This design comes from an exercise in tuning for small area, a short achievable clock period and few clock cycles per item on the open sky130 flow, not from production work. RTL that was checked went through simulation tests only; none was proved equivalent to the original. The clock port is modelled as an ideal driver, which makes a skipped or thinned clock tree look cheaper than it is; a real chip needs a root buffer or a tree. Power and IR drop assume default switching activity.

## fjord
==> flow/design.v <==
module data_mem_ctrl #(
  parameter int Height     = 64,
  parameter int Length     = 32,
  parameter int WaitStates = 0
) (
  input  logic                                        clk,
  input  logic                                        rst_n,
  input  logic                                        reqValid,
  output logic                                        reqReady,
  input  logic                                        writeEnable,
  input  logic [2:0]                                  funct3,
  input  logic [$clog2(Height)+$clog2(Length/8)-1:0]  address,
  input  logic [Length-1:0]                           dataIn,
  output logic                                        respValid,
  output logic [Length-1:0]                           dataOut,
  output logic                                        error
);
  logic ready_q, v0_q, v1_q, v2_q;
  logic accept;
  assign accept    = reqValid && ready_q;
  assign reqReady  = ready_q;
  assign respValid = v2_q;
  always_ff @(posedge clk or negedge rst_n) begin
    if (!rst_n) begin
      ready_q <= 1'b0;
      v0_q    <= 1'b0;
      v1_q    <= 1'b0;
      v2_q    <= 1'b0;
    end else begin
      ready_q <= 1'b1;
      v0_q    <= accept;
      v1_q    <= v0_q;
      v2_q    <= v1_q;
    end
  end
  logic       st_legal, ld_legal;
  logic [1:0] lane;
  logic [3:0] be;
  logic [31:0] wd;
  logic [7:0] hi_dec, lo_dec;
  always_comb begin
    st_legal = writeEnable && !funct3[2] && (funct3[1:0] != 2'b11);
    ld_legal = !writeEnable && (funct3 != 3'b011) && (funct3 != 3'b110) &&
               (funct3 != 3'b111);
    lane = address[1:0];
    if (funct3[1:0] == 2'b01) lane[0] = 1'b0;
    if (funct3[1]) lane = 2'b00;
    case (funct3[1:0])
      2'b00:   be = 4'b0001 << lane;
      2'b01:   be = lane[1] ? 4'b1100 : 4'b0011;
      default: be = 4'b1111;
    endcase
    wd[7:0]   = dataIn[7:0];
    wd[15:8]  = (funct3[1:0] == 2'b00) ? dataIn[7:0] : dataIn[15:8];
    wd[23:16] = funct3[1] ? dataIn[23:16] : dataIn[7:0];
    wd[31:24] = funct3[1] ? dataIn[31:24] :
                (funct3[0] ? dataIn[15:8] : dataIn[7:0]);
    hi_dec = 8'b1 << address[7:5];
    lo_dec = 8'b1 << address[4:2];
  end
  logic [7:0]  hir_q, hiw_q;
  logic [7:0]  lo_q [4];
  logic [31:0] wd_q;
  logic [1:0]  lane_q;
  logic        byte_q, half_q, uns_q, zero_q, err_q;
  always_ff @(posedge clk) begin
    hir_q  <= hi_dec;
    hiw_q  <= (accept && st_legal) ? hi_dec : 8'b0;
    for (int b = 0; b < 4; b++)
      lo_q[b] <= (accept && st_legal && !be[b]) ? 8'b0 : lo_dec;
    wd_q   <= wd;
    lane_q <= lane;
    byte_q <= (funct3[1:0] == 2'b00);
    half_q <= (funct3[1:0] == 2'b01);
    uns_q  <= funct3[2];
    zero_q <= !ld_legal;
    err_q  <= !(st_legal || ld_legal);
  end
  logic [31:0] mem [64];
  logic [31:0] rd;
  always_comb begin
    rd = '0;
    for (int h = 0; h < 8; h++) begin
      logic [31:0] part;
      part = '0;
      for (int l = 0; l < 8; l++)
        for (int b = 0; b < 4; b++)
          part[b*8 +: 8] = part[b*8 +: 8] | (mem[h*8+l][b*8 +: 8] & {8{lo_q[b][l]}});
      rd = rd | (part & {32{hir_q[h]}});
    end
  end
  always_ff @(posedge clk) begin
    for (int h = 0; h < 8; h++)
      for (int l = 0; l < 8; l++)
        for (int b = 0; b < 4; b++)
          if (hiw_q[h] && lo_q[b][l])
            mem[h*8+l][b*8 +: 8] <= wd_q[b*8 +: 8];
  end
  logic [31:0] rd_q;
  logic [1:0]  lane1_q;
  logic        byte1_q, half1_q, uns1_q, zero1_q, err1_q;
  always_ff @(posedge clk) begin
    rd_q    <= rd;
    lane1_q <= lane_q;
    byte1_q <= byte_q;
    half1_q <= half_q;
    uns1_q  <= uns_q;
    zero1_q <= zero_q;
    err1_q  <= err_q;
  end
  logic [7:0]  b0, b1;
  logic        sgn;
  logic [31:0] ld;
  always_comb begin
    case (lane1_q)
      2'd0:    b0 = rd_q[7:0];
      2'd1:    b0 = rd_q[15:8];
      2'd2:    b0 = rd_q[23:16];
      default: b0 = rd_q[31:24];
    endcase
    b1  = lane1_q[1] ? rd_q[31:24] : rd_q[15:8];
    sgn = !uns1_q && (byte1_q ? b0[7] : b1[7]);
    if (byte1_q)      ld = {{24{sgn}}, b0};
    else if (half1_q) ld = {{16{sgn}}, b1, b0};
    else              ld = rd_q;
    if (zero1_q) ld = '0;
  end
  always_ff @(posedge clk) begin
    dataOut <= ld;
    error   <= err1_q;
  end
endmodule
==> flow/config.mk <==
export PLATFORM = sky130hd
export DESIGN_NAME = data_mem_ctrl
export DESIGN_NICKNAME = data_mem_ctrl
export VERILOG_FILES = /design/flow/design.v
export SDC_FILE = /design/flow/constraint.sdc
export NUM_CORES = 4
export LEC_CHECK = 0
export CAP_MARGIN = 20
export CORE_MARGIN = 2
export CORE_UTILIZATION = 65
export PLACE_DENSITY = 0.75
export SETUP_SLACK_MARGIN = 1.8
export SLEW_MARGIN = 20
==> flow/constraint.sdc <==
create_clock -name core_clock -period 3.6 [get_ports {clk}]
set_input_delay 0.7200 -clock core_clock [delete_from_list [all_inputs] [get_ports {clk}]]
set_output_delay 0.7200 -clock core_clock [all_outputs]
set_load 0.01 [all_outputs]
standard.sh (not shown) runs the stock make flow with config.mk's settings and CLKGATE_MAP_FILE= SYNTH_SCRIPT=/design/flow/synth_recipe.tcl, a recipe that flattens the netlist after the stock synthesis.
==> flow/flow/run.sh <==
#!/bin/bash
# Standard layout (the standard.sh) with two changes: the clock tree is a
# hand-built two-level tree (flow/manual_cts.tcl, run as the PRE_CTS hook)
# instead of TritonCTS's three-level H-tree, and the port buffers start as
# plain buffers (buf_4) rather than delay cells, so timing repair can size them.
set -euo pipefail
here=$(pwd)
bash standard.sh "PRE_CTS_TCL=$here/flow/cts_hook.tcl" MCTS_LEAF_MAX=28 MCTS_NROOT=4 \
  "BUFFER_PORTS_ARGS=-buffer_cell sky130_fd_sc_hd__buf_4" \
  finish > standard_finish.log 2>&1
Other scripts of this flow, unchanged in this note and not shown: flow/flow/cts_hook.tcl, flow/flow/manual_cts.tcl
fjord finished every stage and its layout cleared the timing, design-rule and antenna checks.
Testbench counts of fjord, summed over its fixed seeds: cycles 16,024, items 16,000.
Changes in sierra relative to fjord:
--- a/flow/design.v
+++ b/flow/design.v
@@ -60,5 +60,5 @@
   end
   logic [7:0]  hir_q, hiw_q;
-  logic [7:0]  lo_q [4];
+  logic [7:0]  lo_q [4][2];
   logic [31:0] wd_q;
   logic [1:0]  lane_q;
@@ -68,5 +68,6 @@
     hiw_q  <= (accept && st_legal) ? hi_dec : 8'b0;
     for (int b = 0; b < 4; b++)
-      lo_q[b] <= (accept && st_legal && !be[b]) ? 8'b0 : lo_dec;
+      for (int g = 0; g < 2; g++)
+        lo_q[b][g] <= (be[b] && (address[7] == g[0])) ? lo_dec : 8'b0;
     wd_q   <= wd;
     lane_q <= lane;
@@ -86,5 +87,5 @@
       for (int l = 0; l < 8; l++)
         for (int b = 0; b < 4; b++)
-          part[b*8 +: 8] = part[b*8 +: 8] | (mem[h*8+l][b*8 +: 8] & {8{lo_q[b][l]}});
+          part[b*8 +: 8] = part[b*8 +: 8] | (mem[h*8+l][b*8 +: 8] & {8{lo_q[b][h/4][l]}});
       rd = rd | (part & {32{hir_q[h]}});
     end
@@ -94,5 +95,5 @@
       for (int l = 0; l < 8; l++)
         for (int b = 0; b < 4; b++)
-          if (hiw_q[h] && lo_q[b][l])
+          if (hiw_q[h] && lo_q[b][h/4][l])
             mem[h*8+l][b*8 +: 8] <= wd_q[b*8 +: 8];
   end
[summary]
Post-route total power ends up lower on sierra. Sort fjord and sierra by fmax desc -> top: sierra. In sierra relative to fjord, routed wire length had gone down by a few percent. sierra vs fjord, global-route usage went down by 2.0 points. Looking at minimum clock period across fjord and sierra, the one that comes out lower is sierra. A global routing's busiest layer of met1 is what fjord shows, while met2 belongs to sierra. Final worst setup slack was lower in fjord than in sierra.
No functional check of the RTL was part of sierra. No run of this note takes its clock network from TritonCTS; it comes from the design's own scripts or RTL.

## separate check: timing with driven ports
No port has a modelled driver above. Below, the same layouts with a new extraction and two added sets of constraints.
Step 1: set_driving_cell puts a clkbuf_16 on clk and a buf_2 on each other input, an assumption about the parent block.
Step 2 also shifts input and output timing later by t, the mid clock arrival at the registers, as if the neighbouring blocks saw the same clock.
Three values: no drivers, after step 1, after step 2; two values: the first two.
| run | shift t [ns] | setup WS [ns] | pins driven straight from the clock port |
|---|---|---|---|
| fjord | 0.732 | 1.762 / 1.602 / 1.401 | 4 |
| sierra | 0.742 | 1.770 / 1.617 / 1.320 | 4 |
After both steps setup and hold are still met in every run listed. For sierra, which loses most, drivers alone change the setup slack by -0.153 ns; drivers and shift together by -0.450 ns.
